From an optimization exercise on the open Yosys and OpenROAD flow, aimed at small area, a short achievable clock period and few clock cycles; shortcuts taken in it are not production practice. Where RTL was checked, it was by simulation tests only, not by an equivalence proof against the original. Function not checked in run 1: the RTL went through the layout flow alone. Power and IR drop assume default switching activity.

<file path="flow/run.sh">
#!/bin/bash
# synth_recipe.tcl (not shown) runs the flow's synth.tcl, then flattens the netlist and writes it again
# the make line also repeats each setting of config.mk as NAME=value (left out here)
make -C /OpenROAD-flow-scripts/flow DESIGN_CONFIG=/design/flow/config.mk WORK_HOME=/design/flow/orfs CLKGATE_MAP_FILE= SYNTH_SCRIPT=/design/flow/synth_recipe.tcl finish
</file>
<file path="flow/config.mk">
export PLATFORM = sky130hd
export DESIGN_NAME = cpu
export DESIGN_NICKNAME = cpu
export VERILOG_FILES = /design/flow/design.v
export SDC_FILE = /design/flow/constraint.sdc
export NUM_CORES = 4
export LEC_CHECK = 0
export CAP_MARGIN = 20
export CORE_MARGIN = 2
export CORE_UTILIZATION = 55
export SETUP_SLACK_MARGIN = 2.0
export SLEW_MARGIN = 20
</file>
<file path="flow/constraint.sdc">
create_clock -name core_clock -period 6.5 [get_ports {i_clk}]
set_input_delay 1.3000 -clock core_clock [delete_from_list [all_inputs] [get_ports {i_clk}]]
set_output_delay 1.3000 -clock core_clock [all_outputs]
set_load 0.01 [all_outputs]
</file>
<file path="flow/design.v">
package cpu_pkg;
	typedef logic [8-1:0] byte_t;
	typedef logic [8-1:0] addr_t;
	typedef enum logic [4-1:0] {
		REG0 = 4'd0,
		REG1 = 4'd1,
		REG2 = 4'd2,
		REG3 = 4'd3,
		REG4 = 4'd4,
		REG5 = 4'd5,
		REG6 = 4'd6,
		REG7 = 4'd7,
		D_IN = 4'd8,
		RAX = 4'd9,
		RFL = 4'd10,
		RAM = 4'd11,
		RIP = 4'd12,
		RIP_1 = 4'd13,
		ZERO = 4'd14
	} bus_sel_t;
	typedef enum logic [4:0] {
		LOAD_ADDR,
		LOAD_ADDR_WAIT,
		LOAD_DATA,
		LOAD_DATA_WAIT,
		PRE_EXECUTE,
		FETCH,
		INC_RIP,
		EX_HALT,
		EX_NOOP,
		EX_JUMP,
		EX_MATH,
		EX_LDFM,
		EX_LDFI,
		EX_CPFR,
		EX_STOM,
		EX_JINZ,
		EX_JIEQ,
		EX_JILT,
		EX_JIGT
	} state_t;
	typedef enum logic [8-1:0] {
		HALT = 8'h00,
		NOOP = 8'h01,
		JUMP = 8'h03,
		MATH = 8'h04,
		LDFM = 8'h05,
		LDFI = 8'h06,
		CPFR = 8'h08,
		STOM = 8'h09,
		JINZ = 8'h0a,
		JIEQ = 8'h0b,
		JILT = 8'h0c,
		JIGT = 8'h0d
	} opcode_t;
	typedef enum logic [2:0] {
		ADD = 3'd0,
		SUB = 3'd1,
		AND = 3'd2,
		OR = 3'd3,
		XOR = 3'd4,
		PASS_B = 3'd5
	} alu_op_t;
	typedef struct packed {
		logic carry;
		logic equal;
		logic less_than;
		logic zero;
		logic undefined;
		logic [2:0] spare;
	} flags_t;
	typedef struct packed {
		bus_sel_t sel;
		logic load_addr;
		logic load_rip;
		logic load_alu;
		logic load_rax;
		logic write_ram;
		logic [8-1:0] load_reg;
	} ctrl_t;
	typedef struct packed {
		byte_t [8-1:0] regs;
		byte_t rax;
		flags_t rfl;
		byte_t rip;
	} arch_state_t;
endpackage
module ram (
	input  logic i_clk,
	input  logic [5:0] i_row0,
	input  logic [5:0] i_row1,
	input  logic [5:0] i_row2,
	input  logic [5:0] i_row3,
	input  logic [1:0] i_lo,
	input  cpu_pkg::addr_t i_waddr,
	input  cpu_pkg::byte_t i_wdata,
	input  logic i_write,
	output cpu_pkg::byte_t o_b0,
	output cpu_pkg::byte_t o_b1,
	output cpu_pkg::byte_t o_b2,
	output cpu_pkg::byte_t o_q0,
	output cpu_pkg::byte_t o_q1,
	output cpu_pkg::byte_t o_q2,
	output cpu_pkg::byte_t o_q3
);
	cpu_pkg::byte_t bank0 [64];
	cpu_pkg::byte_t bank1 [64];
	cpu_pkg::byte_t bank2 [64];
	cpu_pkg::byte_t bank3 [64];
	cpu_pkg::byte_t q0, q1, q2, q3;
	assign q0 = bank0[i_row0];
	assign q1 = bank1[i_row1];
	assign q2 = bank2[i_row2];
	assign q3 = bank3[i_row3];
	assign o_q0 = q0;
	assign o_q1 = q1;
	assign o_q2 = q2;
	assign o_q3 = q3;
	always_comb begin
		case (i_lo)
			2'd0: begin o_b0 = q0; o_b1 = q1; o_b2 = q2; end
			2'd1: begin o_b0 = q1; o_b1 = q2; o_b2 = q3; end
			2'd2: begin o_b0 = q2; o_b1 = q3; o_b2 = q0; end
			default: begin o_b0 = q3; o_b1 = q0; o_b2 = q1; end
		endcase
	end
	always_ff @(posedge i_clk) begin
		if (i_write) begin
			case (i_waddr[1:0])
				2'd0: bank0[i_waddr[7:2]] <= i_wdata;
				2'd1: bank1[i_waddr[7:2]] <= i_wdata;
				2'd2: bank2[i_waddr[7:2]] <= i_wdata;
				default: bank3[i_waddr[7:2]] <= i_wdata;
			endcase
		end
	end
endmodule
module cpu (
	input  logic i_clk,
	input  logic i_reset,
	input  logic i_load_addr,
	input  logic i_load_data,
	input  logic i_execute,
	input  cpu_pkg::byte_t i_data_in,
	output cpu_pkg::byte_t o_data_out,
	output logic o_waiting
);
	logic run;
	logic waiting;
	cpu_pkg::byte_t regs [8];
	cpu_pkg::byte_t rax;
	cpu_pkg::byte_t rfl;
	cpu_pkg::byte_t pa;
	logic [5:0] prow0, prow1, prow2, prow3;
	logic [1:0] plo;
	logic e_math, e_ldfm, e_ldfi, e_cpfr, e_stom;
	cpu_pkg::byte_t e_x, e_y, e_r2, e_r3;
	logic la_q;
	logic ld_q;
	cpu_pkg::byte_t din_q;
	cpu_pkg::byte_t haddr;
	cpu_pkg::byte_t dout;
	cpu_pkg::byte_t b0, b1, b2;
	cpu_pkg::byte_t q0, q1, q2, q3;
	cpu_pkg::byte_t waddr;
	cpu_pkg::byte_t wdata;
	logic write;
	assign o_data_out = dout;
	assign o_waiting = waiting;
	ram u_ram (
		.i_clk(i_clk),
		.i_row0(prow0),
		.i_row1(prow1),
		.i_row2(prow2),
		.i_row3(prow3),
		.i_lo(plo),
		.i_waddr(waddr),
		.i_wdata(wdata),
		.i_write(write),
		.o_b0(b0),
		.o_b1(b1),
		.o_b2(b2),
		.o_q0(q0),
		.o_q1(q1),
		.o_q2(q2),
		.o_q3(q3)
	);
	function automatic [25:0] rows_of(input [7:0] a);
		logic [5:0] hi, hi1;
		hi = a[7:2];
		hi1 = a[7:2] + 6'd1;
		rows_of = {hi, (a[1:0] == 2'd3) ? hi1 : hi, a[1] ? hi1 : hi,
			(a[1:0] != 2'd0) ? hi1 : hi, a[1:0]};
	endfunction
	cpu_pkg::byte_t op, x, y;
	assign op = b0;
	assign x = b1;
	assign y = b2;
	function automatic [10:0] op_class(input [7:0] o);
		op_class = '0;
		if (o[7:4] == 4'd0) begin
			case (o[3:0])
				4'h1: op_class[0] = 1'b1;
				4'h3: op_class[1] = 1'b1;
				4'h4: op_class[2] = 1'b1;
				4'h5: op_class[3] = 1'b1;
				4'h6: op_class[4] = 1'b1;
				4'h8: op_class[5] = 1'b1;
				4'h9: op_class[6] = 1'b1;
				4'ha: op_class[7] = 1'b1;
				4'hb: op_class[8] = 1'b1;
				4'hc: op_class[9] = 1'b1;
				4'hd: op_class[10] = 1'b1;
				default: ;
			endcase
		end
	endfunction
	logic [10:0] cls0, cls1, cls2, cls3, cls;
	assign cls0 = op_class(q0);
	assign cls1 = op_class(q1);
	assign cls2 = op_class(q2);
	assign cls3 = op_class(q3);
	always_comb begin
		case (plo)
			2'd0: cls = cls0;
			2'd1: cls = cls1;
			2'd2: cls = cls2;
			default: cls = cls3;
		endcase
	end
	logic is_noop, is_jump, is_math, is_ldfm, is_ldfi, is_cpfr, is_stom;
	logic is_jinz, is_jieq, is_jilt, is_jigt, is_halt;
	assign {is_jigt, is_jilt, is_jieq, is_jinz, is_stom, is_cpfr, is_ldfi, is_ldfm,
		is_math, is_jump, is_noop} = cls;
	assign is_halt = (cls == '0);
	cpu_pkg::byte_t pa1, pa2, pa3;
	assign pa1 = pa + 8'd1;
	assign pa2 = pa + 8'd2;
	assign pa3 = pa + 8'd3;
	logic [8:0] sum, diff;
	cpu_pkg::byte_t r0;
	assign r0 = regs[0];
	assign sum = {1'b0, rax} + {1'b0, r0};
	assign diff = {1'b0, rax} - {1'b0, r0};
	logic known;
	cpu_pkg::byte_t alu_res;
	logic alu_carry;
	always_comb begin
		known = (e_x[6:3] == 4'd0);
		alu_carry = 1'b0;
		case (e_x[2:0])
			3'd0: begin alu_res = sum[7:0]; alu_carry = sum[8]; end
			3'd1: begin alu_res = diff[7:0]; alu_carry = diff[8]; end
			3'd2: alu_res = rax & r0;
			3'd3: alu_res = rax | r0;
			3'd4: alu_res = rax ^ r0;
			3'd5: alu_res = r0;
			default: begin alu_res = 8'd0; known = 1'b0; end
		endcase
		if (!known) begin
			alu_res = 8'd0;
			alu_carry = 1'b0;
		end
	end
	cpu_pkg::byte_t alu_flags;
	assign alu_flags = {alu_carry, rax == r0, diff[8], alu_res == 8'd0, !known, 3'b000};
	logic f_equal, f_less, f_zero;
	assign f_equal = e_math ? alu_flags[6] : rfl[6];
	assign f_less = e_math ? alu_flags[5] : rfl[5];
	assign f_zero = e_math ? alu_flags[4] : rfl[4];
	logic c_jinz, c_jieq, c_jilt, c_jigt;
	assign c_jinz = !f_zero;
	assign c_jieq = f_equal;
	assign c_jilt = f_less;
	assign c_jigt = !(f_equal || f_less);
	logic taken, sel_y, sel_p1, sel_p2, sel_p3;
	assign taken = is_jump || (is_jinz && c_jinz) || (is_jieq && c_jieq) ||
		(is_jilt && c_jilt) || (is_jigt && c_jigt);
	assign sel_y = is_ldfm;
	assign sel_p1 = is_noop;
	assign sel_p2 = is_math || (is_jinz && !c_jinz) || (is_jieq && !c_jieq) ||
		(is_jilt && !c_jilt) || (is_jigt && !c_jigt);
	assign sel_p3 = !(taken || sel_y || sel_p1 || sel_p2);
	cpu_pkg::byte_t st_off;
	logic conflict;
	assign st_off = e_y - pa;
	assign conflict = e_stom && (st_off < 8'd3);
	cpu_pkg::byte_t pa_next;
	logic [25:0] win_next;
	always_comb begin
		pa_next = ({8{taken}} & x) | ({8{sel_p1}} & pa1) | ({8{sel_p2}} & pa2) |
			({8{sel_y || sel_p3}} & pa3);
		win_next = ({26{taken}} & rows_of(x)) | ({26{sel_y}} & rows_of(y)) |
			({26{sel_p1}} & rows_of(pa1)) | ({26{sel_p2}} & rows_of(pa2)) |
			({26{sel_p3}} & rows_of(pa3));
	end
	function automatic [7:0] src_val(input [7:0] code, input [7:0] r0, input [7:0] r1,
			input [7:0] r2, input [7:0] r3, input [7:0] r4, input [7:0] r5,
			input [7:0] r6, input [7:0] r7, input [7:0] d, input [7:0] a,
			input [7:0] f, input [7:0] yy, input [7:0] p2, input [7:0] p3);
		if (code[7:4] != 4'd0) begin
			src_val = 8'd0;
		end else begin
			case (code[3:0])
				4'd0: src_val = r0;
				4'd1: src_val = r1;
				4'd2: src_val = r2;
				4'd3: src_val = r3;
				4'd4: src_val = r4;
				4'd5: src_val = r5;
				4'd6: src_val = r6;
				4'd7: src_val = r7;
				4'd8: src_val = d;
				4'd9: src_val = a;
				4'd10: src_val = f;
				4'd11: src_val = yy;
				4'd12: src_val = p2;
				4'd13: src_val = p3;
				default: src_val = 8'd0;
			endcase
		end
	endfunction
	cpu_pkg::byte_t src_x, src_y;
	assign src_x = src_val(e_x, regs[0], regs[1], regs[2], regs[3], regs[4], regs[5],
		regs[6], regs[7], din_q, rax, rfl, e_y, e_r2, e_r3);
	assign src_y = src_val(e_y, regs[0], regs[1], regs[2], regs[3], regs[4], regs[5],
		regs[6], regs[7], din_q, rax, rfl, e_y, e_r2, e_r3);
	logic wr_en;
	cpu_pkg::byte_t wr_val;
	assign wr_en = e_ldfi || e_cpfr || e_ldfm;
	always_comb begin
		if (e_ldfm) wr_val = b0;
		else if (e_ldfi) wr_val = e_y;
		else wr_val = src_y;
	end
	always_comb begin
		if (run) begin
			write = e_stom;
			waddr = e_y;
			wdata = src_x;
		end else begin
			write = ld_q;
			waddr = haddr;
			wdata = din_q;
		end
	end
	always_ff @(posedge i_clk) begin
		din_q <= i_data_in;
		dout <= b0;
		if (la_q) haddr <= din_q;
		if (i_reset) begin
			run <= 1'b0;
			waiting <= 1'b1;
			la_q <= 1'b0;
			ld_q <= 1'b0;
			for (int i = 0; i < 8; i++) regs[i] <= 8'd0;
			rax <= 8'd0;
			rfl <= 8'd0;
			e_math <= 1'b0;
			e_ldfm <= 1'b0;
			e_ldfi <= 1'b0;
			e_cpfr <= 1'b0;
			e_stom <= 1'b0;
			pa <= i_data_in;
			{prow3, prow2, prow1, prow0, plo} <= rows_of(i_data_in);
		end else begin
			la_q <= i_load_addr;
			ld_q <= i_load_data;
			for (int i = 0; i < 8; i++) begin
				if (wr_en && e_x == 8'(i)) regs[i] <= wr_val;
			end
			if (wr_en && e_x == 8'd9) rax <= wr_val;
			if (e_math) begin
				rax <= alu_res;
				rfl <= alu_flags;
			end
			if (!run) begin
				if (i_execute) begin
					run <= 1'b1;
					waiting <= 1'b0;
					pa <= 8'd0;
					{prow3, prow2, prow1, prow0, plo} <= '0;
				end else begin
					pa <= i_data_in;
					{prow3, prow2, prow1, prow0, plo} <= rows_of(i_data_in);
				end
			end else if (e_ldfm || conflict) begin
				e_math <= 1'b0;
				e_ldfm <= 1'b0;
				e_ldfi <= 1'b0;
				e_cpfr <= 1'b0;
				e_stom <= 1'b0;
				{prow3, prow2, prow1, prow0, plo} <= rows_of(pa);
			end else begin
				e_math <= is_math;
				e_ldfm <= is_ldfm;
				e_ldfi <= is_ldfi;
				e_cpfr <= is_cpfr;
				e_stom <= is_stom;
				e_x <= x;
				e_y <= y;
				e_r2 <= pa2;
				e_r3 <= pa3;
				pa <= pa_next;
				{prow3, prow2, prow1, prow0, plo} <= win_next;
				if (is_halt) begin
					run <= 1'b0;
					waiting <= 1'b1;
				end
			end
		end
	end
endmodule
</file>
==> summary.md, run 1 <==
| Metric | Value |
|---|---|
| Outcome | finished clean |
| Number of flops mapped to enable cells by yosys | 2096 |
| Die Area | approximately 180000 um2 |
| CP Class | reg2reg |
| Routed Antenna Nets | 0 |
| Most frequent cell after synthesis | edfxtp_1 |
| Ratio of cells with drive above 1 in the final layout | 25.87% |
| Io pins | 22 |
| Switching fraction of total power | 32.10% |
| Largest net degree at the start of global routing | 220 |
| VDD IR max | 343.1 uV |
| DR iter-0 viols | around 7700 |
| Residual DRC | 0 |
| Ranking of synthesized cells by area | edfxtp_1 67%, mux4_2 12%, mux2i_1 3.1%, dfxtp_1 2.7%, nor2_1 1.9% |
| # H-tree levels | 4 |
| CTS Hold Bufs | 0 |
| Std-Cell Core Area | 171200 um2 |
| Fmax | ~0.20 GHz |
| RSZ-0062 raised after global routing | yes |
| Die Y | 418.8 um |
| # setup viols final | 0 |
| Async S/R FF share, synth | 0% |
| Clock share of power | 30.0% |
| Synth area leader | edfxtp_1 |
| Sw Pwr | approximately 13000 uW |
| Hold_ws | 520.5 ps |
| Top cell type's share of synthesized area | between 60% and 70% |
| Final hold violations | 0 |
| Worst Skew | 38.34 ps |
| Clock-pin slew on the worst setup and hold paths | 70 ps |
| Leakage | 0.03494 uW |
| Post-DP HPWL | about 190000 um |
| Via count | about 56000 |
| Post-synthesis cell type count | 100 |
| Worst-path fanout max | 8 |
| Most used DFF post-synth | edfxtp_1 |
| Number of global-route vias before repair | roughly 54000 |
| PwrDens | 380.3 nW/um2 |
| TritonCTS Buffers | 220 |
| Inst Count DP | 7737 |
| Layout Cells excl Fill | 8386 |
| Combinational share of power | between 30% and 40% |
| Most frequent cells after synthesis | 2096 x edfxtp_1, 497 x mux4_2, 485 x nor2_1, 340 x nand2_1, 290 x mux2i_1 |
| Min-delay worst type | reg2reg |
| Avg Inst Size Synth | roughly 17 um2 |
| Worst-Margin Slew | 1412 ps |
| Max capacitance violation total | 0 |
| All-Layer GR Usage | 33.33% |
| GRT overflow | 0 |
| Area grow syn2layout | 15.25% |
| Critical path endpoint category | register |
| Final period util | ~75% |
| Final layout net count | 6020 |
| CTS tree | yes |
| Width of the die | 418.8 um |
| RePlAce Congestion | 0.9968 |
| First-pass GRT wire length | 411100 um |
| Synthesis-stage register bit count | roughly 2200 |
| Initial Util | 55.28% |
| Slew HR | 5.834% |
| DR WL/cell | 34.93 um |
| Via density per instance | 6.714 |
| Clock Tree Buf Depth | 3 |
| Post-Syn Area | 94610 um2 |
| Worst EP required | 7150 ps |
| Drt pass-1 iters | 6 |
| Final WL | 292900 um |
| Clock latency (worst-skew pair) | about 900 ps |
| Initial antenna violation count | 11 |
| P_int | 28160 uW |
| Ys Warns | 3 |
| Final worst path period need | 4888 ps |
| Crit path DAT | 5540 ps |
| Crit start category | register |
| Root Buffer | clkbuf_16 |
| Flop pwr share | 39.6% |
| Setup TNS | 0 ps |
| Rows | ~150 |
| Slew Viols, Final | 0 |
| R2r setup slk | ~1600 ps |
| Mapped Nets | 5661 |
| Sink Count | 2224 |
| Register area share after synthesis | 69.23% |
| # port buffers | 21 |
| Post-synthesis instance total | about 5600 |
==> final timing paths <==
check	start	endpoint	cells after the start
min reg2reg	rfl[3]$_SDFFE_PP0P_	rfl[3]$_SDFFE_PP0P_	2
min	rfl[3]$_SDFFE_PP0P_	rfl[3]$_SDFFE_PP0P_	2
max reg2reg	register	register	17
max	register	register	17
==> sequential cells by signal (all words and copies together) (netlist names), 2 cells and up, named ones only <==
| register | count |
|---|---|
| u_ram.bank0 | 512 |
| u_ram.bank1 | 512 |
| u_ram.bank2 | 512 |
| u_ram.bank3 | 512 |
| regs | 64 |
| din_q | 8 |
| dout | 8 |
| e_r2 | 8 |
| e_r3 | 8 |
| e_x | 8 |
| e_y | 8 |
| haddr | 8 |
| pa | 8 |
| rax | 8 |
| rfl | 5 |
| plo | 2 |
==> metal layers <==
| layer | wire [um] | global-route usage, % |
|---|---|---|
| met5 | 44 | 0 |
| met4 | 12110 | 12.10 |
| met3 | 25820 | 6.316 |
| met2 | 137500 | 52.01 |
| met1 | 117500 | 47.32 |
==> area by class of cell <==
cell class                      instances  area (um2)
Clock buffer                          295        5923
Antenna cell                            2       5.005
Fill cell                           12342       62120
Multi-Input combinational cell       2968       28570
Inverter                               81       315.3
Tap cell                             2233        2794
Sequential cell                      2224       65580
Timing Repair Buffer                  465        4807
Clock inverter                        118        1044
==> worst max-delay path: stages (launching register included) <==
cell and delay, ps:
dfxtp_4 390, buf_12 160, buf_16 150, mux4_2 560, mux2i_2 240, nand3_1 140
nand4_1 210, o31ai_2 160, buf_4 220, or4_4 490, or3_4 400, nand4_1 150
a22oi_2 140, nand3_4 130, buf_6 120, buf_6 90, a21boi_2 40, o211ai_1 850
==> metrics by stage <==
step / total power [uW] / util [%] / setup WS [ps] / instance area, um2
floorplan: 23290 / - / 1842 / 94840
global placement: 27180 / 57.27 / 102.6 / 98030
detailed placement: 27170 / 57.28 / 533.1 / 98050
CTS: 40820 / 62.91 / 1726 / 107700
global route: 42550 / 63.70 / 1611 / 109000
finish: 41470 / 63.71 / 1612 / 109000
==> cell usage in the layout, fill, tap and decap left out, types with 89 or more instances in the layout <==
cell / instances
nand2_1: 328
clkbuf_16: 230
o21ai_0: 98
nor2_1: 464
edfxtp_1: 2096
a21oi_1: 89
buf_4: 335
nand3_1: 104
mux2i_1: 262
mux4_2: 497
dfxtp_1: 103
==> kinds of logic after synthesis <==
kind of cell | Yosys count | synth area share (%)
buffers and inverters | 410 | 2.146
flip-flops | 2224 | 69.23
AO/OA/AOI/OAI | 697 | 5.274
multiplexers | 845 | 15.59
adder cells (fa/ha/maj) | 47 | 0.6454
XOR/XNOR | 110 | 1.018
AND/OR/NAND/NOR | 1268 | 6.095
==> timing repair <==
item                       in CTS  in global routing
setup endpoints to repair     195                151
cloned                         10                  5
setup buffers                 140                 78
pin swaps                      44                 48
resized for setup             220                144
==> power by group through the flow <==
stage,registers [uW],clock network [uW],logic (uW)
after CTS,16400,12600,11800
after global placement,17100,0,10100
after global routing,16400,13100,13000
final,16400,12400,12600
after detailed placement,17100,0,10100
after floorplan,16600,0,6720
==> run 2, diff against run 1 <==
--- a/flow/design.v
+++ b/flow/design.v
@@ -97,11 +97,7 @@
 	input  logic i_write,
 	output cpu_pkg::byte_t o_b0,
 	output cpu_pkg::byte_t o_b1,
-	output cpu_pkg::byte_t o_b2,
-	output cpu_pkg::byte_t o_q0,
-	output cpu_pkg::byte_t o_q1,
-	output cpu_pkg::byte_t o_q2,
-	output cpu_pkg::byte_t o_q3
+	output cpu_pkg::byte_t o_b2
 );
 	cpu_pkg::byte_t bank0 [64];
 	cpu_pkg::byte_t bank1 [64];
@@ -112,10 +108,6 @@
 	assign q1 = bank1[i_row1];
 	assign q2 = bank2[i_row2];
 	assign q3 = bank3[i_row3];
-	assign o_q0 = q0;
-	assign o_q1 = q1;
-	assign o_q2 = q2;
-	assign o_q3 = q3;
 	always_comb begin
 		case (i_lo)
 			2'd0: begin o_b0 = q0; o_b1 = q1; o_b2 = q2; end
@@ -161,7 +153,6 @@
 	cpu_pkg::byte_t haddr;
 	cpu_pkg::byte_t dout;
 	cpu_pkg::byte_t b0, b1, b2;
-	cpu_pkg::byte_t q0, q1, q2, q3;
 	cpu_pkg::byte_t waddr;
 	cpu_pkg::byte_t wdata;
 	logic write;
@@ -179,11 +170,7 @@
 		.i_write(write),
 		.o_b0(b0),
 		.o_b1(b1),
-		.o_b2(b2),
-		.o_q0(q0),
-		.o_q1(q1),
-		.o_q2(q2),
-		.o_q3(q3)
+		.o_b2(b2)
 	);
 	function automatic [25:0] rows_of(input [7:0] a);
 		logic [5:0] hi, hi1;
@@ -196,43 +183,21 @@
 	assign op = b0;
 	assign x = b1;
 	assign y = b2;
-	function automatic [10:0] op_class(input [7:0] o);
-		op_class = '0;
-		if (o[7:4] == 4'd0) begin
-			case (o[3:0])
-				4'h1: op_class[0] = 1'b1;
-				4'h3: op_class[1] = 1'b1;
-				4'h4: op_class[2] = 1'b1;
-				4'h5: op_class[3] = 1'b1;
-				4'h6: op_class[4] = 1'b1;
-				4'h8: op_class[5] = 1'b1;
-				4'h9: op_class[6] = 1'b1;
-				4'ha: op_class[7] = 1'b1;
-				4'hb: op_class[8] = 1'b1;
-				4'hc: op_class[9] = 1'b1;
-				4'hd: op_class[10] = 1'b1;
-				default: ;
-			endcase
-		end
-	endfunction
-	logic [10:0] cls0, cls1, cls2, cls3, cls;
-	assign cls0 = op_class(q0);
-	assign cls1 = op_class(q1);
-	assign cls2 = op_class(q2);
-	assign cls3 = op_class(q3);
-	always_comb begin
-		case (plo)
-			2'd0: cls = cls0;
-			2'd1: cls = cls1;
-			2'd2: cls = cls2;
-			default: cls = cls3;
-		endcase
-	end
 	logic is_noop, is_jump, is_math, is_ldfm, is_ldfi, is_cpfr, is_stom;
 	logic is_jinz, is_jieq, is_jilt, is_jigt, is_halt;
-	assign {is_jigt, is_jilt, is_jieq, is_jinz, is_stom, is_cpfr, is_ldfi, is_ldfm,
-		is_math, is_jump, is_noop} = cls;
-	assign is_halt = (cls == '0);
+	assign is_noop = (op == 8'h01);
+	assign is_jump = (op == 8'h03);
+	assign is_math = (op == 8'h04);
+	assign is_ldfm = (op == 8'h05);
+	assign is_ldfi = (op == 8'h06);
+	assign is_cpfr = (op == 8'h08);
+	assign is_stom = (op == 8'h09);
+	assign is_jinz = (op == 8'h0a);
+	assign is_jieq = (op == 8'h0b);
+	assign is_jilt = (op == 8'h0c);
+	assign is_jigt = (op == 8'h0d);
+	assign is_halt = !(is_noop || is_jump || is_math || is_ldfm || is_ldfi ||
+		is_cpfr || is_stom || is_jinz || is_jieq || is_jilt || is_jigt);
 	cpu_pkg::byte_t pa1, pa2, pa3;
 	assign pa1 = pa + 8'd1;
 	assign pa2 = pa + 8'd2;
@@ -268,19 +233,9 @@
 	assign f_equal = e_math ? alu_flags[6] : rfl[6];
 	assign f_less = e_math ? alu_flags[5] : rfl[5];
 	assign f_zero = e_math ? alu_flags[4] : rfl[4];
-	logic c_jinz, c_jieq, c_jilt, c_jigt;
-	assign c_jinz = !f_zero;
-	assign c_jieq = f_equal;
-	assign c_jilt = f_less;
-	assign c_jigt = !(f_equal || f_less);
-	logic taken, sel_y, sel_p1, sel_p2, sel_p3;
-	assign taken = is_jump || (is_jinz && c_jinz) || (is_jieq && c_jieq) ||
-		(is_jilt && c_jilt) || (is_jigt && c_jigt);
-	assign sel_y = is_ldfm;
-	assign sel_p1 = is_noop;
-	assign sel_p2 = is_math || (is_jinz && !c_jinz) || (is_jieq && !c_jieq) ||
-		(is_jilt && !c_jilt) || (is_jigt && !c_jigt);
-	assign sel_p3 = !(taken || sel_y || sel_p1 || sel_p2);
+	logic taken;
+	assign taken = is_jump || (is_jinz && !f_zero) || (is_jieq && f_equal) ||
+		(is_jilt && f_less) || (is_jigt && !(f_equal || f_less));
 	cpu_pkg::byte_t st_off;
 	logic conflict;
 	assign st_off = e_y - pa;
@@ -288,11 +243,19 @@
 	cpu_pkg::byte_t pa_next;
 	logic [25:0] win_next;
 	always_comb begin
-		pa_next = ({8{taken}} & x) | ({8{sel_p1}} & pa1) | ({8{sel_p2}} & pa2) |
-			({8{sel_y || sel_p3}} & pa3);
-		win_next = ({26{taken}} & rows_of(x)) | ({26{sel_y}} & rows_of(y)) |
-			({26{sel_p1}} & rows_of(pa1)) | ({26{sel_p2}} & rows_of(pa2)) |
-			({26{sel_p3}} & rows_of(pa3));
+		if (taken) begin
+			pa_next = x;
+			win_next = rows_of(x);
+		end else if (is_noop) begin
+			pa_next = pa1;
+			win_next = rows_of(pa1);
+		end else if (is_math || is_jinz || is_jieq || is_jilt || is_jigt) begin
+			pa_next = pa2;
+			win_next = rows_of(pa2);
+		end else begin
+			pa_next = pa3;
+			win_next = is_ldfm ? rows_of(y) : rows_of(pa3);
+		end
 	end
 	function automatic [7:0] src_val(input [7:0] code, input [7:0] r0, input [7:0] r1,
 			input [7:0] r2, input [7:0] r3, input [7:0] r4, input [7:0] r5,
==> summary.md, run 2 <==
| Metric | Value |
|---|---|
| Post-synthesis cell type count | 98 (was 100) |
| Worst EP required | 7260 ps (was 7150 ps) |
| Die Area | 175600 um2 (was 175400 um2) |
| Outcome | finished clean (unchanged) |
| Crit path DAT | 5300 ps (was 5540 ps) |
| Sink Count | 2224 (unchanged) |
| Post-Syn Area | 94730 um2 (was 94610 um2) |
| Critical path cell sequence | buf_16 > mux4_2 > mux2_2 > a22oi_2 > nand4_1 > o221ai_2 > buf_6 > o32ai_4 > buf_6 > and2_2 > a2bb2oi_4 > nor2_2 > buf_2 > a22oi_2 > nand3_1 > a22oi_1 (was buf_12 > buf_16 > mux4_2 > mux2i_2 > nand3_1 > nand4_1 > o31ai_2 > buf_4 > or4_4 > or3_4 > nand4_1 > a22oi_2 > nand3_4 > buf_6 > buf_6 > a21boi_2 > o211ai_1) |
| Ranking of synthesized cells by area | edfxtp_1 66%, mux4_2 11%, mux2i_1 3.3%, dfxtp_1 2.7%, nor2_1 2.1% (was edfxtp_1 67%, mux4_2 12%, mux2i_1 3.1%, dfxtp_1 2.7%, nor2_1 1.9%) |
| Hold_ws | 502.9 ps (was 520.5 ps) |
| Rows | 152 (unchanged) |
| PwrDens | 325.1 nW/um2 (was 380.3 nW/um2) |
| Worst-Margin Slew | 1211 ps (was 1412 ps) |
| RePlAce Congestion | 0.9901 (was 0.9968) |
| Slew Viols, Final | 0 (unchanged) |
| Register area share after synthesis | 69.15% (was 69.23%) |
| Via count | 56270 (was 56303) |
| # H-tree levels | 4 (unchanged) |
| # setup viols final | 0 (unchanged) |
| Layout Cells excl Fill | 8491 (was 8386) |
| GRT overflow | 0 (unchanged) |
| Width of the die | 419.0 um (was 418.8 um) |
| Most frequent cell after synthesis | edfxtp_1 (unchanged) |
| Worst Skew | 48.16 ps (was 38.34 ps) |
| CP top delay family | compound AO/OA/AOI/OAI gates (was simple AND/OR/NAND/NOR gates) |
| Std-Cell Core Area | 171400 um2 (was 171200 um2) |
| Async S/R FF share, synth | 0% (unchanged) |
| Max capacitance violation total | 0 (unchanged) |
| Worst Hold Depth | 2 (unchanged) |
| RSZ-0062 raised after global routing | yes (unchanged) |
| Worst path buffer plus inverter count | 4 (was 5) |
| Min-delay worst type | reg2reg (unchanged) |
| Top cell type's share of synthesized area | 66.44% (was 66.52%) |
| CTS Hold Bufs | 0 (unchanged) |
| Avg Inst Size Synth | 16.51 um2 (was 16.89 um2) |
| Core Util, Final | 62.90% (was 63.71%) |
| Most used DFF post-synth | edfxtp_1 (unchanged) |
| TritonCTS Buffers | 221 (was 220) |
| Most frequent cells after synthesis | 2096 x edfxtp_1, 520 x nor2_1, 453 x mux4_2, 354 x nand2_1, 311 x mux2i_1 (was 2096 x edfxtp_1, 497 x mux4_2, 485 x nor2_1, 340 x nand2_1, 290 x mux2i_1) |
| Initial Util | 55.28% (about the same) |
| Crit. path cell count | 16 (was 17) |
| Drt pass-1 iters | 9 (was 6) |
| DR iter-0 viols | 7374 (was 7668) |
| Largest net degree at the start of global routing | 245 (was 220) |
| Leakage | 0.03482 uW (was 0.03494 uW) |
| CP Class | reg2reg (unchanged) |
| Inst Count DP | 7938 (was 7737) |
| All-Layer GR Usage | 33.99% (was 33.33%) |
| # port buffers | 21 (unchanged) |
| Synth area leader | edfxtp_1 (unchanged) |
| Routed Antenna Nets | 0 (unchanged) |
| Post-synthesis instance total | 5737 (was 5601) |
| Initial antenna violation count | 8 (was 11) |
| First-pass GRT wire length | 417800 um (was 411100 um) |
| Clock latency (worst-skew pair) | 890 ps (about the same) |
| DR WL/cell | 35.33 um (was 34.93 um) |
| Final WL | 300000 um (was 292900 um) |
| Setup TNS | 0 ps (unchanged) |
| Crit start category | register (unchanged) |
| Worst Reg2Reg Path Length in Cells | 16 (was 17) |
| Final hold violations | 0 (unchanged) |
| Slew HR | 18.94% (was 5.834%) |
| Synthesis-stage register bit count | 2224 (unchanged) |
| Final layout net count | 6045 (was 6020) |
| Critical path endpoint category | register (unchanged) |
| Mapped Nets | 5798 (was 5661) |
| CTS tree | yes (unchanged) |
| Final period util | 69.70% (was 75.21%) |
| Clock-pin slew on the worst setup and hold paths | 70 ps (about the same) |
| Fmax | 0.2207 GHz (was 0.2046 GHz) |
| Residual DRC | 0 (unchanged) |
| Post-DP HPWL | 193000 um (was 187200 um) |
| Number of flops mapped to enable cells by yosys | 2096 (unchanged) |
| Die Y | 419.0 um (was 418.8 um) |
| Area grow syn2layout | 13.77% (was 15.25%) |
| Largest stage delay, worst path | 510 ps (was 850 ps) |
| Hold path endpoint | rfl[3]$_SDFFE_PP0P_ (unchanged) |
| VDD IR max | 260.0 uV (was 343.1 uV) |
| Via density per instance | 6.627 (was 6.714) |
| Most frequent cells in the layout | 2096 x edfxtp_1, 486 x nor2_1, 453 x mux4_2 (was 2096 x edfxtp_1, 497 x mux4_2, 464 x nor2_1) |
| R2r setup slk | 1970 ps (was 1610 ps) |
| CP max stage cell | dfxtp_4 (was o211ai_1) |
| Io pins | 22 (unchanged) |
| Ratio of cells with drive above 1 in the final layout | 22.54% (was 25.87%) |
| Clock Tree Buf Depth | 3 (unchanged) |
| Worst-path fanout max | 6 (was 8) |
| HP Start | rfl[3]$_SDFFE_PP0P_ (unchanged) |
| Most common cell after layout, fill and taps aside | edfxtp_1 (unchanged) |
| Number of global-route vias before repair | 54425 (was 53880) |
| Ys Warns | 3 (unchanged) |
| Final worst path period need | 4530 ps (was 4888 ps) |
| Root Buffer | clkbuf_16 (unchanged) |
-- run 2: cell count changes after synthesis, moves of 22 or more --
cell | before | now
nor2_1 | 485 | 520
mux4_2 | 497 | 453
inv_1 | 69 | 91
a21oi_1 | 102 | 145
a32oi_1 | 40 | 18
nand4_1 | 41 | 19
-- run 2: timing repair --
action | in CTS | in global routing
gates cloned | 7 | 7
setup endpoints to repair | 233 | 307
pin swaps | 13 | 18
resized for setup | 143 | 94
buffers inserted | 72 | 46
-- run 2: worst max-delay path by stage --
stage	startpoint	end	slack (ps)
finish	register	register	1970
global route	register	register	1930
CTS	register	register	1920
detailed placement	register	register	830
global placement	register	register	860
floorplan	e_x[0]$_DFFE_PP_	u_ram.bank0[0][7]$_DFFE_PP_	1970
-- run 2: layout make-up --
cell class / instances / area, um2
Clock buffer: 283 / 5973
Clock inverter: 132 / 1028
Inverter: 104 / 415.4
Multi-Input combinational cell: 3073 / 27980
Fill cell: 12492 / 63580
Tap cell: 2310 / 2890
Timing Repair Buffer: 360 / 3904
Antenna cell: 5 / 12.51
Sequential cell: 2224 / 65570
-- run 2: per-layer routing --
layer  share of wire [%]  track usage, %  vias up
met5               0.018               0        -
met4                 5.3           15.64        8
met3                 8.2           6.018      647
met2                  47           52.79     2955
met1                  40           47.30    29358
li1                    -               -    23302
-- run 2: cell families (layout without fill, tap and decap cells) --
group / Yosys count / count (layout) / synth area share, %
other: 0 / 5 / 0
adder cells (fa/ha/maj): 48 / 48 / 0.6578
multiplexers: 827 / 827 / 14.80
flip-flops: 2224 / 2224 / 69.15
AO/OA/AOI/OAI: 775 / 775 / 5.764
XOR/XNOR: 119 / 119 / 1.100
AND/OR/NAND/NOR: 1304 / 1304 / 6.166
buffers and inverters: 440 / 879 / 2.360
-- run 2: per-stage QoR --
stage / cell area, um2 / worst slack (ps) / total power (uW)
3_3_place_gp: 98070 / 863.3 / 22030
3_5_place_dp: 98100 / 827.0 / 22020
6_report: 107800 / 1970 / 35040
4_1_cts: 106800 / 1923 / 34800
5_1_grt: 107800 / 1931 / 35900
2_1_floorplan: 94940 / 1966 / 19830
-- run 2: worst min-delay path, stage by stage, from the launching register on --
cell and delay, ps:
dfxtp_1 320, nor2_1 90, nor3_1 50
-- run 2: power by group --
| part | switching, uW | internal, uW | leakage, uW | total (uW) |
|---|---|---|---|---|
| logic | 4020 | 2440 | 0.0113 | 6460 |
| clock network | 5480 | 6950 | 0.00343 | 12400 |
| registers | 208 | 15900 | 0.0200 | 16200 |
Testbench counts of run 2, summed over its fixed seeds: cycles 11,872.
==> run 3, diff against run 2 <==
--- a/flow/config.mk
+++ b/flow/config.mk
@@ -7,6 +7,6 @@
 export LEC_CHECK = 0
 export CAP_MARGIN = 20
 export CORE_MARGIN = 2
-export CORE_UTILIZATION = 55
-export SETUP_SLACK_MARGIN = 2.0
+export CORE_UTILIZATION = 65
+export SETUP_SLACK_MARGIN = 3.0
 export SLEW_MARGIN = 20
==> summary.md, run 3 <==
| Metric | Value |
|---|---|
| Worst-Margin Slew | 1301 ps (was 1211 ps) |
| Slew HR | 13.28% (was 18.94%) |
| Fmax | 0.2207 GHz (about the same) |
| Worst-path fanout max | 7 (was 6) |
| All-Layer GR Usage | 41.61% (was 33.99%) |
| Number of flops mapped to enable cells by yosys | 2096 (unchanged) |
| Io pins | 22 (unchanged) |
| R2r setup slk | 1970 ps (about the same) |
| Root Buffer | clkbuf_16 (unchanged) |
| Area grow syn2layout | 19.08% (was 13.77%) |
| Slew Viols, Final | 0 (unchanged) |
| Crit Reg-Reg Endpoint | pa[5]$_DFFE_PP_ |
| Outcome | finished clean (unchanged) |
| Setup TNS | 0 ps (unchanged) |
| Largest net degree at the start of global routing | 213 (was 245) |
| Async S/R FF share, synth | 0% (unchanged) |
| Mapped Nets | 5798 (unchanged) |
| Fillers | 7931 (was 12492) |
| CP Class | reg2reg (unchanged) |
| Worst EP required | 7080 ps (was 7260 ps) |
| Post-layout instance area | 112800 um2 (was 107800 um2) |
| Ratio of cells with drive above 1 in the final layout | 31.75% (was 22.54%) |
| Avg Inst Size Synth | 16.51 um2 (unchanged) |
| Ys Warns | 3 (unchanged) |
| Post-synthesis instance total | 5737 (unchanged) |
| Post-DP HPWL | 185000 um (was 193000 um) |
| Via count | 59918 (was 56270) |
| Max capacitance violation total | 0 (unchanged) |
| Most common cell after layout, fill and taps aside | edfxtp_1 (unchanged) |
| Multi-input gate area | 30600 um2 (was 27980 um2) |
| CTS Hold Bufs | 0 (unchanged) |
| Sequential cell area | 65590 um2 (was 65570 um2) |
| Initial Util | 65.23% (was 55.28%) |
| DR WL/cell | 37.35 um (was 35.33 um) |
| Width of the die | 385.8 um (was 419.0 um) |
| Residual DRC | 0 (unchanged) |
| Most used DFF post-synth | edfxtp_1 (unchanged) |
| TritonCTS Buffers | 214 (was 221) |
| Final worst path period need | 4531 ps (was 4530 ps) |
| Worst Reg2Reg Path Length in Cells | 18 (was 16) |
| Drt pass-1 iters | 8 (was 9) |
| Critical path endpoint category | register (unchanged) |
| Min-delay worst type | reg2reg (unchanged) |
| Die Y | 385.8 um (was 419.0 um) |
| Final worst setup slack | 1969 ps (was 1970 ps) |
| Clock Tree Buf Depth | 3 (unchanged) |
| Crit start category | register (unchanged) |
| Std-Cell Core Area | 145200 um2 (was 171400 um2) |
| Clock latency (worst-skew pair) | 890 ps (about the same) |
| Register area share after synthesis | 69.15% (unchanged) |
| Final WL | 309400 um (was 300000 um) |
| Worst Hold Depth | 2 (unchanged) |
| Post-synthesis cell type count | 98 (unchanged) |
| Dpl ws | 415.1 ps (was 827.0 ps) |
| Hold path endpoint | regs[7][0]$_SDFFE_PP0P_ (was rfl[3]$_SDFFE_PP0P_) |
| CTS tree | yes (unchanged) |
| Clock-pin slew on the worst setup and hold paths | 60 ps (was 70 ps) |
| Final layout net count | 6245 (was 6045) |
| PwrDens | 318.7 nW/um2 (was 325.1 nW/um2) |
| Crit path DAT | 5110 ps (was 5300 ps) |
| Most frequent cell after synthesis | edfxtp_1 (unchanged) |
| Final hold violations | 0 (unchanged) |
| Placed Area | 97490 um2 (was 98100 um2) |
| Worst Skew | 66.79 ps (was 48.16 ps) |
| Synth area leader | edfxtp_1 (unchanged) |
| Die Area | 148800 um2 (was 175600 um2) |
| # port buffers | 21 (unchanged) |
| Hold_ws | 482.5 ps (was 502.9 ps) |
| First-pass GRT wire length | 429500 um (was 417800 um) |
| Most frequent cells after synthesis | 2096 x edfxtp_1, 520 x nor2_1, 453 x mux4_2, 354 x nand2_1, 311 x mux2i_1 (unchanged) |
| HP Start | regs[7][0]$_SDFFE_PP0P_ (was rfl[3]$_SDFFE_PP0P_) |
| RePlAce Congestion | 0.9724 (was 0.9901) |
| # H-tree levels | 4 (unchanged) |
| Post-Syn Area | 94730 um2 (unchanged) |
| Synthesis-stage register bit count | 2224 (unchanged) |
| Routed Antenna Nets | 0 (unchanged) |
| Sink Count | 2224 (unchanged) |
| Initial antenna violation count | 7 (was 8) |
| Number of global-route vias before repair | 56415 (was 54425) |
| Rows | 140 (was 152) |
| DR iter-0 viols | 9190 (was 7374) |
| Final period util | 69.71% (was 69.70%) |
| Ranking of synthesized cells by area | edfxtp_1 66%, mux4_2 11%, mux2i_1 3.3%, dfxtp_1 2.7%, nor2_1 2.1% (unchanged) |
| Inst Count DP | 7534 (was 7938) |
| Layout Cells excl Fill | 8285 (was 8491) |
| RSZ-0062 raised after global routing | yes (unchanged) |
| Most frequent cells in the layout | 2096 x edfxtp_1, 453 x mux4_2, 313 x buf_4 (was 2096 x edfxtp_1, 486 x nor2_1, 453 x mux4_2) |
| VDD IR max | 363.5 uV (was 260.0 uV) |
| Top cell type's share of synthesized area | 66.44% (unchanged) |
| GRT overflow | 0 (unchanged) |
| # setup viols final | 0 (unchanged) |
| Via density per instance | 7.232 (was 6.627) |
| Leakage | 0.03662 uW (was 0.03482 uW) |
run 3: final cells by class:
| cell class | count | share of cell area (%) |
|---|---|---|
| Timing Repair Buffer | 562 | 6.004 |
| Antenna cell | 2 | 0.004437 |
| Clock buffer | 247 | 4.866 |
| Clock inverter | 151 | 1.337 |
| Inverter | 104 | 0.3882 |
| Multi-Input combinational cell | 3078 | 27.13 |
| Sequential cell | 2224 | 58.15 |
| Tap cell | 1917 | 2.126 |
run 3: through the flow:
stage	total power, uW	util (%)
after floorplan	19830	-
after global routing	36620	77.68
after detailed placement	21800	67.13
after CTS	35380	76.22
after global placement	21790	67.13
final	35950	77.68
run 3: cells by family after synthesis:
family / synth area share, %
adder cells (fa/ha/maj): 0.6578
flip-flops: 69.15
buffers and inverters: 2.360
AND/OR/NAND/NOR: 6.166
multiplexers: 14.80
XOR/XNOR: 1.100
AO/OA/AOI/OAI: 5.764
run 3: power breakdown:
part	switching [uW]	internal (uW)
clock	5570	6860
combinational	4430	2980
sequential	171	15900
run 3: worst max path at each step:
stage	startpoint	end	slack [ps]	depth (start not counted)
after global routing	register	register	2000	18
after floorplan	e_x[0]$_DFFE_PP_	u_ram.bank0[0][1]$_DFFE_PP_	1970	9
after detailed placement	register	register	420	14
after global placement	register	register	430	14
final	register	pa[5]$_DFFE_PP_	1970	18
after CTS	register	register	2120	16
run 3: routing by layer:
| layer | wire length (um) | track usage (%) | vias to the layer above |
|---|---|---|---|
| met5 | 519 | 0.7472 | - |
| met4 | 16980 | 19.10 | 17 |
| met3 | 42510 | 13.13 | 872 |
| met2 | 138900 | 60.95 | 4935 |
| met1 | 110500 | 57.77 | 30409 |
| li1 | - | - | 23685 |
run 3: worst max-delay path, stage by stage, from the launching register on:
cell and delay, ps:
dfxtp_4 350, buf_6 140, buf_12 160, buf_16 160, buf_4 130, mux4_2 340, a211oi_2 90, a2111o_1 410
o211ai_1 610, o32ai_2 190, buf_4 190, a2bb2oi_4 190, and2_4 210, buf_12 130, buf_4 130, a21oi_1 390
a21oi_1 130, o21ai_2 170, o211ai_1 100
run 3: timing repair:
item | in CTS | in global routing
gates resized for setup | 740 | 318
endpoints found under the setup margin | 3990 | 3238
buffers inserted | 243 | 73
cloned | 30 | 5
pin swaps | 124 | 84
==> run 4, diff against run 3 <==
--- a/flow/config.mk
+++ b/flow/config.mk
@@ -5,8 +5,9 @@
 export SDC_FILE = /design/flow/constraint.sdc
 export NUM_CORES = 4
 export LEC_CHECK = 0
+export ABC_CLOCK_PERIOD_IN_PS = 3500
 export CAP_MARGIN = 20
 export CORE_MARGIN = 2
-export CORE_UTILIZATION = 65
+export CORE_UTILIZATION = 55
 export SETUP_SLACK_MARGIN = 3.0
 export SLEW_MARGIN = 20
==> summary.md, run 4 <==
| Metric | Value |
|---|---|
| Die Y | 419.0 um (was 385.8 um) |
| Post-Syn Area | 94730 um2 (unchanged) |
| Final hold violations | 0 (unchanged) |
| CTS tree | yes (unchanged) |
| Sink Count | 2224 (unchanged) |
| Mapped Nets | 5798 (unchanged) |
| Sequential cell area | 65590 um2 (unchanged) |
| Final worst path period need | 4433 ps (was 4531 ps) |
| PwrDens | 320.9 nW/um2 (was 318.7 nW/um2) |
| Multi-input gate area | 30250 um2 (was 30600 um2) |
| Max capacitance violation total | 0 (unchanged) |
| Post-synthesis instance total | 5737 (unchanged) |
| Outcome | finished clean (unchanged) |
| Inst Count DP | 7934 (was 7534) |
| Slew HR | 14.67% (was 13.28%) |
| Std-Cell Core Area | 171400 um2 (was 145200 um2) |
| Initial Util | 55.28% (was 65.23%) |
| CP max stage cell | mux4_2 (was o211ai_1) |
| RSZ-0062 raised after global routing | yes (unchanged) |
| Io pins | 22 (unchanged) |
| Area grow syn2layout | 18.65% (was 19.08%) |
| Largest net degree at the start of global routing | 161 (was 213) |
| Drt pass-1 iters | 8 (unchanged) |
| Most used DFF post-synth | edfxtp_1 (unchanged) |
| Critical path endpoint category | register (unchanged) |
| Clock latency (worst-skew pair) | 880 ps (was 890 ps) |
| Most frequent cells after synthesis | 2096 x edfxtp_1, 520 x nor2_1, 453 x mux4_2, 354 x nand2_1, 311 x mux2i_1 (unchanged) |
| Avg Inst Size Synth | 16.51 um2 (unchanged) |
| Routed Antenna Nets | 0 (unchanged) |
| Worst Skew | 62.83 ps (was 66.79 ps) |
| Most common cell after layout, fill and taps aside | edfxtp_1 (unchanged) |
| Number of flops mapped to enable cells by yosys | 2096 (unchanged) |
| Crit path DAT | 5130 ps (was 5110 ps) |
| Synth area leader | edfxtp_1 (unchanged) |
| Final period util | 68.21% (was 69.71%) |
| Register area share after synthesis | 69.15% (unchanged) |
| Async S/R FF share, synth | 0% (unchanged) |
| Width of the die | 419.0 um (was 385.8 um) |
| Final layout net count | 6230 (was 6245) |
| Largest stage delay, worst path | 570 ps (was 610 ps) |
| Placed Area | 98100 um2 (was 97490 um2) |
| Worst-Margin Slew | 1271 ps (was 1301 ps) |
| # H-tree levels | 4 (unchanged) |
| First-pass GRT wire length | 427500 um (was 429500 um) |
| Number of global-route vias before repair | 55185 (was 56415) |
| Worst-path fanout max | 8 (was 7) |
| Final WL | 305600 um (was 309400 um) |
| Via density per instance | 6.631 (was 7.232) |
| Fmax | 0.2256 GHz (was 0.2207 GHz) |
| Most frequent cell after synthesis | edfxtp_1 (unchanged) |
| Crit start category | register (unchanged) |
| Fillers | 12007 (was 7931) |
| RePlAce Congestion | 0.9562 (was 0.9724) |
| Post-route total power | 36070 uW (was 35950 uW) |
| Clock-pin slew on the worst setup and hold paths | 60 ps (about the same) |
| Post-layout instance area | 112400 um2 (was 112800 um2) |
| Layout Cells excl Fill | 8674 (was 8285) |
| Worst EP required | 7200 ps (was 7080 ps) |
| Critical path cell sequence | buf_12 > buf_16 > mux4_2 > mux4_2 > a2bb2oi_1 > nand2_2 > nand2_1 > mux4_2 > o211ai_1 > nor2_1 > xnor2_1 > o21ai_2 > a2111o_1 > o211ai_1 (was buf_6 > buf_12 > buf_16 > buf_4 > mux4_2 > a211oi_2 > a2111o_1 > o211ai_1 > o32ai_2 > buf_4 > a2bb2oi_4 > and2_4 > buf_12 > buf_4 > a21oi_1 > a21oi_1 > o21ai_2 > o211ai_1) |
| VDD IR max | 387.6 uV (was 363.5 uV) |
| Ranking of synthesized cells by area | edfxtp_1 66%, mux4_2 11%, mux2i_1 3.3%, dfxtp_1 2.7%, nor2_1 2.1% (unchanged) |
| Via count | 57519 (was 59918) |
| Leakage | 0.03633 uW (was 0.03662 uW) |
| Worst path buffer plus inverter count | 2 (was 7) |
| GRT overflow | 0 (unchanged) |
| Slew Viols, Final | 0 (unchanged) |
| Setup TNS | 0 ps (unchanged) |
| All-Layer GR Usage | 34.81% (was 41.61%) |
| Min-delay worst type | reg2reg (unchanged) |
| Synthesis-stage register bit count | 2224 (unchanged) |
| Crit-path most repeated cell | mux4_2 (was buf_4) |
| # port buffers | 21 (unchanged) |
| Ratio of cells with drive above 1 in the final layout | 31.29% (was 31.75%) |
| Most frequent cells in the layout | 2096 x edfxtp_1, 453 x mux4_2, 330 x buf_4 (was 2096 x edfxtp_1, 453 x mux4_2, 313 x buf_4) |
| Initial antenna violation count | 7 (unchanged) |
| Rows | 152 (was 140) |
| DR WL/cell | 35.24 um (was 37.35 um) |
| Root Buffer | clkbuf_16 (unchanged) |
| Ys Warns | 3 (unchanged) |
| Residual DRC | 0 (unchanged) |
| Top cell type's share of synthesized area | 66.44% (unchanged) |
| # setup viols final | 0 (unchanged) |
| CP Class | reg2reg (unchanged) |
| Post-synthesis cell type count | 98 (unchanged) |
| DR iter-0 viols | 7522 (was 9190) |
| Post-DP HPWL | 192400 um (was 185000 um) |
| TritonCTS Buffers | 222 (was 214) |
| Clock Tree Buf Depth | 3 (unchanged) |
| CP top delay family | multiplexers (was compound AO/OA/AOI/OAI gates) |
| Die Area | 175600 um2 (was 148800 um2) |
-- run 4: cell types whose count changed in the layout (fill, tap and decap cells not counted), sizes merged --
cell	delta
clkbuf	+34
or3	+1
bufbuf	-9
clkinv	-5
diode	-1
clkinvlp	+4
inv	-10
buf	-16
o22ai	-1
nand2b	-1
-- run 4: path summary, 6_finish.rpt --
path                              from                    to  slack, ps  depth (start not counted)
setup reg to reg              register              register       2070                         14
hold reg to reg   waiting$_SDFFE_PP1P_  waiting$_SDFFE_PP1P_        480                          2
setup / recovery              register              register       2070                         14
hold / removal    waiting$_SDFFE_PP1P_  waiting$_SDFFE_PP1P_        480                          2
-- run 4: power breakdown --
group	switching (uW)	total, uW	internal [uW]
combinational	4330	7190	2860
sequential	186	16100	15900
clock	5580	12700	7170
-- run 4: layout make-up --
cell class              instances  area share (%)
flip-flops and latches       2224           58.36
multi-input cells            3077           26.91
repair buffers                540           5.359
clock buffers                 278           5.232
well taps                    2310           2.571
clock inverters               140           1.174
inverters                     104          0.3896
diodes                          1        0.002226
-- run 4: kinds of logic after synthesis --
logic type / count (synthesis) / synth area share, %
buffers and inverters: 440 / 2.360
xor gates and xnor gates: 119 / 1.100
and+or+nand+nor: 1304 / 6.166
DFF: 2224 / 69.15
muxes: 827 / 14.80
AOI/OAI and AO/OA: 775 / 5.764
adders and majority gates: 48 / 0.6578
-- run 4: timing repair --
action / 4_1_cts / 5_1_grt
endpoints found under the setup margin: 3937 / 1346
pin swaps: 102 / 80
hold buffers: 0 / 0
buffers inserted: 213 / 80
gates cloned: 21 / 7
hold endpoints to repair: 0 / 0
gates resized for setup: 707 / 215
-- run 4: worst min-delay path, cell delays in order (launching register included) --
cell and delay, ps:
dfxtp_1 330, a21oi_1 60, nand2_1 50
-- run 4: through the flow --
step	setup slack [ps]	hold WS [ps]	utilization [%]
2_1_floorplan	1974	446.9	-
3_3_place_gp	652.5	457.8	57.21
3_5_place_dp	585.4	460.8	57.25
4_1_cts	2063	481.7	64.59
5_1_grt	2046	511.5	65.59
6_report	2067	477.3	65.59
-- run 4: routing by layer --
layer | up-vias | track usage [%] | wire, um
met1 | 29864 | 47.88 | 118100
met4 | 10 | 15.07 | 16080
met3 | 739 | 6.674 | 27320
met2 | 3172 | 54.71 | 144000
li1 | 23734 | - | -
met5 | - | 0 | 69
==> run 5, diff against run 4 <==
==> flow/config.mk (replaced) <==
export PLATFORM = sky130hd
export DESIGN_NAME = cpu
export DESIGN_NICKNAME = cpu
export VERILOG_FILES = /design/flow/design.v
export SDC_FILE = /design/flow/constraint.sdc
export NUM_CORES = 4
export LEC_CHECK = 0
export CAP_MARGIN = 20
export CORE_MARGIN = 2
export CORE_UTILIZATION = 40
export SLEW_MARGIN = 20
==> summary.md, run 5 <==
| Metric | Value |
|---|---|
| Std-Cell Core Area | 235400 um2 (was 171400 um2) |
| Via count | 55459 (was 57519) |
| DR WL/cell | 31.55 um (was 35.24 um) |
| Final worst setup slack | 516.7 ps (was 2067 ps) |
| Synthesis-stage register bit count | 2224 (unchanged) |
| Most frequent cells after synthesis | 2096 x edfxtp_1, 520 x nor2_1, 453 x mux4_2, 354 x nand2_1, 311 x mux2i_1 (unchanged) |
| Critical path endpoint category | register (unchanged) |
| Clock latency (worst-skew pair) | 900 ps (was 880 ps) |
| CP Class | reg2reg (unchanged) |
| Root Buffer | clkbuf_16 (unchanged) |
| Synth area leader | edfxtp_1 (unchanged) |
| All-Layer GR Usage | 23.72% (was 34.81%) |
| Outcome | finished clean (unchanged) |
| Post-synthesis cell type count | 98 (unchanged) |
| Max Used Layer | met5 (unchanged) |
| Die Y | 490.6 um (was 419.0 um) |
| Most frequent cells in the layout | 2096 x edfxtp_1, 498 x nor2_1, 453 x mux4_2 (was 2096 x edfxtp_1, 453 x mux4_2, 330 x buf_4) |
| # H-tree levels | 4 (unchanged) |
| Drt pass-1 iters | 9 (was 8) |
| Post-Syn Area | 94730 um2 (unchanged) |
| Final WL | 290900 um (was 305600 um) |
| Crit path DAT | 6700 ps (was 5130 ps) |
| TritonCTS Buffers | 220 (was 222) |
| Hold_ws | 477.7 ps (was 477.3 ps) |
| Ratio of cells with drive above 1 in the final layout | 19.23% (was 31.29%) |
| Met3 WL | 25380 um (was 27320 um) |
| Layout Cells excl Fill | 9218 (was 8674) |
| Final layout net count | 5931 (was 6230) |
| DR iter-0 viols | 7361 (was 7522) |
| Register area share after synthesis | 69.15% (unchanged) |
| Met1 WL | 117500 um (was 118100 um) |
| Routed Antenna Nets | 0 (unchanged) |
| Dpl ws | 723.8 ps (was 585.4 ps) |
| RSZ-0062 raised after global routing | no (was yes) |
| Inst Count DP | 8793 (was 7934) |
| Ranking of synthesized cells by area | edfxtp_1 66%, mux4_2 11%, mux2i_1 3.3%, dfxtp_1 2.7%, nor2_1 2.1% (unchanged) |
| Final hold violations | 0 (unchanged) |
| Top cell type's share of synthesized area | 66.44% (unchanged) |
| CTS-repair resized insts | 0 (was 707) |
| Min-delay worst type | reg2reg (unchanged) |
| Final period util | 92.05% (was 68.21%) |
| Avg Inst Size Synth | 16.51 um2 (unchanged) |
| VDD IR max | 279.8 uV (was 387.6 uV) |
| Final worst path period need | 5983 ps (was 4433 ps) |
| Post-route total power | 34500 uW (was 36070 uW) |
| Clock Tree Buf Depth | 3 (unchanged) |
| GRT overflow | 0 (unchanged) |
| Post-CTS Setup Inserts | 0 (was 213) |
| Post-synthesis instance total | 5737 (unchanged) |
| Fmax | 0.1671 GHz (was 0.2256 GHz) |
| Number of global-route vias before repair | 53940 (was 55185) |
| Number of flops mapped to enable cells by yosys | 2096 (unchanged) |
| Slew HR | 11.94% (was 14.67%) |
| Max capacitance violation total | 0 (unchanged) |
| First-pass GRT wire length | 411400 um (was 427500 um) |
| CTS tree | yes (unchanged) |
| CTS Hold Bufs | 0 (unchanged) |
| # setup viols final | 0 (unchanged) |
| Sink Count | 2224 (unchanged) |
| Residual DRC | 0 (unchanged) |
| Slew Viols, Final | 0 (unchanged) |
| PwrDens | 323.9 nW/um2 (was 320.9 nW/um2) |
| Worst EP required | 7220 ps (was 7200 ps) |
| Area grow syn2layout | 12.44% (was 18.65%) |
| Worst Skew | 73.13 ps (was 62.83 ps) |
| Rows | 178 (was 152) |
| Most frequent cell after synthesis | edfxtp_1 (unchanged) |
| Length of routed met2 wiring | 135300 um (was 144000 um) |
| Die Area | 240700 um2 (was 175600 um2) |
| Mapped Nets | 5798 (unchanged) |
| Most used DFF post-synth | edfxtp_1 (unchanged) |
| Clock-pin slew on the worst setup and hold paths | 60 ps (about the same) |
| Initial Util | 40.24% (was 55.28%) |
| Leakage | 0.03391 uW (was 0.03633 uW) |
| Worst-path fanout max | 39 (was 8) |
| Largest net degree at the start of global routing | 212 (was 161) |
| RePlAce Congestion | 0.9460 (was 0.9562) |
| Most common cell after layout, fill and taps aside | edfxtp_1 (unchanged) |
| Post-DP HPWL | 192900 um (was 192400 um) |
| Via density per instance | 6.016 (was 6.631) |
| Worst-Margin Slew | 1321 ps (was 1271 ps) |
| Width of the die | 490.6 um (was 419.0 um) |
| # port buffers | 21 (unchanged) |
| Io pins | 22 (unchanged) |
| Crit start category | register (unchanged) |
| Initial antenna violation count | 8 (was 7) |
| Ys Warns | 3 (unchanged) |
| Async S/R FF share, synth | 0% (unchanged) |
## run 5: cell counts after synthesis
No cell type changed its count.
## run 5: report_power, final
part / total (uW) / internal [uW] / switching (uW)
Combinational: 5430 / 1960 / 3470
Clock: 12800 / 7170 / 5600
Sequential: 16300 / 15900 / 352
## run 5: final timing paths
check / cells after the start / from / endpoint / slack, ps
worst min-delay path: 2 / waiting$_SDFFE_PP1P_ / waiting$_SDFFE_PP1P_ / 480
worst max register to register: 14 / register / register / 520
worst min register to register: 2 / waiting$_SDFFE_PP1P_ / waiting$_SDFFE_PP1P_ / 480
worst max-delay path: 14 / register / register / 520
## run 5: critical path: stages (launching register included)
cell	delay, ps
dfxtp_4	820
buf_4	460
mux4_2	550
mux2i_1	310
o2bb2ai_1	150
nor3_1	80
o311ai_1	710
and3_1	330
inv_2	80
o311ai_0	150
a2111oi_1	240
o31ai_4	710
and3_1	490
o211ai_1	150
nand3_1	460
## run 5: logic make-up (layout without fill, tap and decap cells)
kind of cell	count (synthesis)	after routing	share of synthesized area, %
xor+xnor	119	119	1.100
buf+inv	440	767	2.360
fa+ha+maj	48	48	0.6578
mux	827	827	14.80
compound gates	775	775	5.764
simple gates	1304	1304	6.166
other cells	0	4	0
flops	2224	2224	69.15
## run 5: cell type report
| cell class | instances | area, um2 |
|---|---|---|
| Tap cell | 3150 | 3941 |
| Clock inverter | 144 | 1328 |
| Inverter | 104 | 390.4 |
| Sequential cell | 2224 | 65560 |
| Antenna cell | 4 | 10.01 |
| Multi-Input combinational cell | 3073 | 27210 |
| Fill cell | 20250 | 128900 |
| Clock buffer | 272 | 5898 |
| Timing Repair Buffer | 247 | 2176 |
## run 5: layer usage
metal | global-route usage [%] | vias to the layer above
met5 | 0.2778 | -
met4 | 9.206 | 8
met3 | 4.931 | 562
met2 | 37.03 | 2794
met1 | 32.64 | 29019
li1 | - | 23076
## run 5: through the flow
step	util [%]	setup TNS [ps]	cell area (um2)
3_3_place_gp	42.11	0	99120
5_1_grt	45.24	0	106500
3_5_place_dp	42.14	0	99200
6_report	45.25	0	106500
4_1_cts	45.21	0	106400
2_1_floorplan	-	-49170	94820
==> run 6, diff against run 5 <==
--- a/flow/config.mk
+++ b/flow/config.mk
@@ -7,5 +7,9 @@
 export LEC_CHECK = 0
 export CAP_MARGIN = 20
 export CORE_MARGIN = 2
-export CORE_UTILIZATION = 40
+export CORE_UTILIZATION = 55
+export CTS_BUF_LIST = sky130_fd_sc_hd__clkbuf_8
+export CTS_CLUSTER_DIAMETER = 50
+export CTS_CLUSTER_SIZE = 16
+export SETUP_SLACK_MARGIN = 2.0
 export SLEW_MARGIN = 20
==> summary.md, run 6 <==
| Metric | Value |
|---|---|
| Hold_ws | 502.6 ps (was 477.7 ps) |
| Dpl ws | 827.0 ps (was 723.8 ps) |
| Rows | 152 (was 178) |
| GRT overflow | 0 (unchanged) |
| RePlAce Congestion | 0.9901 (was 0.9460) |
| Clock latency (worst-skew pair) | 1020 ps (was 900 ps) |
| Leakage | 0.03333 uW (was 0.03391 uW) |
| Crit. path cell count | 4 (was 14) |
| Ys Warns | 3 (unchanged) |
| Largest stage delay, worst path | 1050 ps (was 820 ps) |
| Ranking of synthesized cells by area | edfxtp_1 66%, mux4_2 11%, mux2i_1 3.3%, dfxtp_1 2.7%, nor2_1 2.1% (unchanged) |
| R2r setup slk | 1910 ps (was 520 ps) |
| Via count | 55592 (was 55459) |
| Root Buffer | clkbuf_8 (was clkbuf_16) |
| Combinational share of power | 20.6% (was 15.7%) |
| Crit path DAT | 5200 ps (was 6700 ps) |
| CP max stage cell | nor2_1 (was dfxtp_4) |
| Worst-Margin Slew | 1290 ps (was 1321 ps) |
| Final worst setup slack | 1909 ps (was 516.7 ps) |
| Routed Antenna Nets | 0 (unchanged) |
| Initial antenna violation count | 7 (was 8) |
| Crit Reg-Reg Endpoint | u_ram.bank0[16][3]$_DFFE_PP_ |
| Outcome | finished clean (unchanged) |
| Most frequent cells in the layout | 2096 x edfxtp_1, 482 x nor2_1, 453 x mux4_2 (was 2096 x edfxtp_1, 498 x nor2_1, 453 x mux4_2) |
| HP Start | rfl[3]$_SDFFE_PP0P_ (was waiting$_SDFFE_PP1P_) |
| # port buffers | 21 (unchanged) |
| CP Launch Point | run$_SDFF_PP0_ |
| Area grow syn2layout | 10.41% (was 12.44%) |
| Slew HR | 13.71% (was 11.94%) |
| Width of the die | 419.0 um (was 490.6 um) |
| Fillers | 12805 (was 20250) |
| Critical path cell sequence | mux2_2 > nor2_1 > nand2_1 > nor2_1 (was buf_4 > mux4_2 > mux2i_1 > o2bb2ai_1 > nor3_1 > o311ai_1 > and3_1 > inv_2 > o311ai_0 > a2111oi_1 > o31ai_4 > and3_1 > o211ai_1 > nand3_1) |
| Final hold violations | 0 (unchanged) |
| DR iter-0 viols | 7270 (was 7361) |
| Clock share of power | 27.4% (was 37.0%) |
| CP Class | reg2reg (unchanged) |
| Die Area | 175600 um2 (was 240700 um2) |
| Worst Skew | 59.19 ps (was 73.13 ps) |
| Max capacitance violation total | 0 (unchanged) |
| Post-synthesis cell type count | 98 (unchanged) |
| Most frequent cell after synthesis | edfxtp_1 (unchanged) |
| Final period util | 70.63% (was 92.05%) |
| # setup viols final | 0 (unchanged) |
| TritonCTS Buffers | 193 (was 220) |
| Mapped Nets | 5798 (unchanged) |
| Final layout net count | 6009 (was 5931) |
| Worst-path fanout max | 33 (was 39) |
| Multi-input gate area | 27980 um2 (was 27210 um2) |
| Crit-path most repeated cell | nor2_1 (was and3_1) |
==> run 6: kinds of logic (layout without fill, tap and decap cells) <==
kind of cell / count (synthesis) / count (layout) / share of synthesized area, %
AOI/OAI and AO/OA: 775 / 775 / 5.764
xor gates and xnor gates: 119 / 119 / 1.100
other: 0 / 10 / 0
and+or+nand+nor: 1304 / 1304 / 6.166
buffers and inverters: 440 / 782 / 2.360
adders and majority gates: 48 / 48 / 0.6578
muxes: 827 / 827 / 14.80
DFF: 2224 / 2224 / 69.15
==> run 6: worst min path at each step <==
stage / end / slack [ps]
after floorplan: regs[5][0]$_SDFFE_PP0P_ / 450
after global placement: regs[5][0]$_SDFFE_PP0P_ / 480
after detailed placement: e_cpfr$_SDFFE_PP0P_ / 480
after CTS: ld_q$_SDFF_PP0_ / 490
after global routing: rfl[3]$_SDFFE_PP0P_ / 520
final: rfl[3]$_SDFFE_PP0P_ / 500
==> run 6: final cells by class <==
| class | instances | share of cell area (%) |
|---|---|---|
| flip-flops and latches | 2224 | 62.70 |
| multi-input cells | 3073 | 26.75 |
| repair buffers | 352 | 3.588 |
| well taps | 2310 | 2.763 |
| clock buffers | 200 | 2.632 |
| clock inverters | 126 | 1.147 |
| inverters | 104 | 0.3948 |
| diodes | 10 | 0.02393 |
==> run 6: routing by layer <==
layer	vias to the layer above	routed length, um	GRT usage (%)
li1	23106	-	-
met1	29037	118500	47.28
met2	2845	139000	52.81
met3	602	24120	5.764
met4	2	15520	15.32
met5	-	13	0
==> run 6: worst min-delay path, stage by stage (launching register included) <==
cell,delay [ps]
dfxtp_1,320
nor2_1,90
nor3_1,50
==> run 6: repair_timing <==
action,CTS,global route
buffers inserted,81,34
gates cloned,6,3
gates resized for setup,142,96
endpoints found under the setup margin,263,99
pin swaps,14,26
==> run 6: power by group through the flow <==
stage	Sequential [uW]	Combinational (uW)	Clock, uW
final	16100	6400	8520
after global placement	16600	5430	0
after CTS	16100	6110	8640
after detailed placement	16600	5420	0
after floorplan	16300	3490	0
after global routing	16100	6620	9130
==> run 6: metrics by stage <==
| step | total power (uW) | instances | util [%] | area, um2 |
|---|---|---|---|---|
| floorplan | 19830 | 5737 | - | 94940 |
| global placement | 22030 | 7937 | 57.23 | 98070 |
| detailed placement | 22020 | 7938 | 57.25 | 98100 |
| CTS | 30870 | 8351 | 60.57 | 103800 |
| global route | 31880 | 8392 | 61.03 | 104600 |
| finish | 31050 | 8399 | 61.04 | 104600 |

port drivers added, routing unchanged:
Ports are ideal in the flow. The routed layouts listed here were re-timed in OpenROAD. Step 1, drivers: a clkbuf_16 drives i_clk and a buf_2 each remaining input, both assumed. Step 2 also shifts input and output timing later by t, the mid clock arrival at the registers, as if the neighbouring blocks saw the same clock. Slacks: no drivers / after step 1 / after step 2; pairs: no drivers / after step 1.
| run | t, ns | slack for setup (ns) |
|---|---|---|
| run 1 | 0.956 | 1.612 / 1.612 / 1.612 |
| run 2 | 0.955 | 1.970 / 1.970 / 1.970 |
| run 3 | 0.938 | 1.969 / 1.969 / 1.969 |
| run 4 | 0.945 | 2.067 / 2.067 / 2.067 |
| run 5 | 0.956 | 0.517 / 0.517 / 0.517 |
| run 6 | 1.072 | 1.909 / 1.909 / 1.909 |
After both steps setup and hold are still met in every run listed.
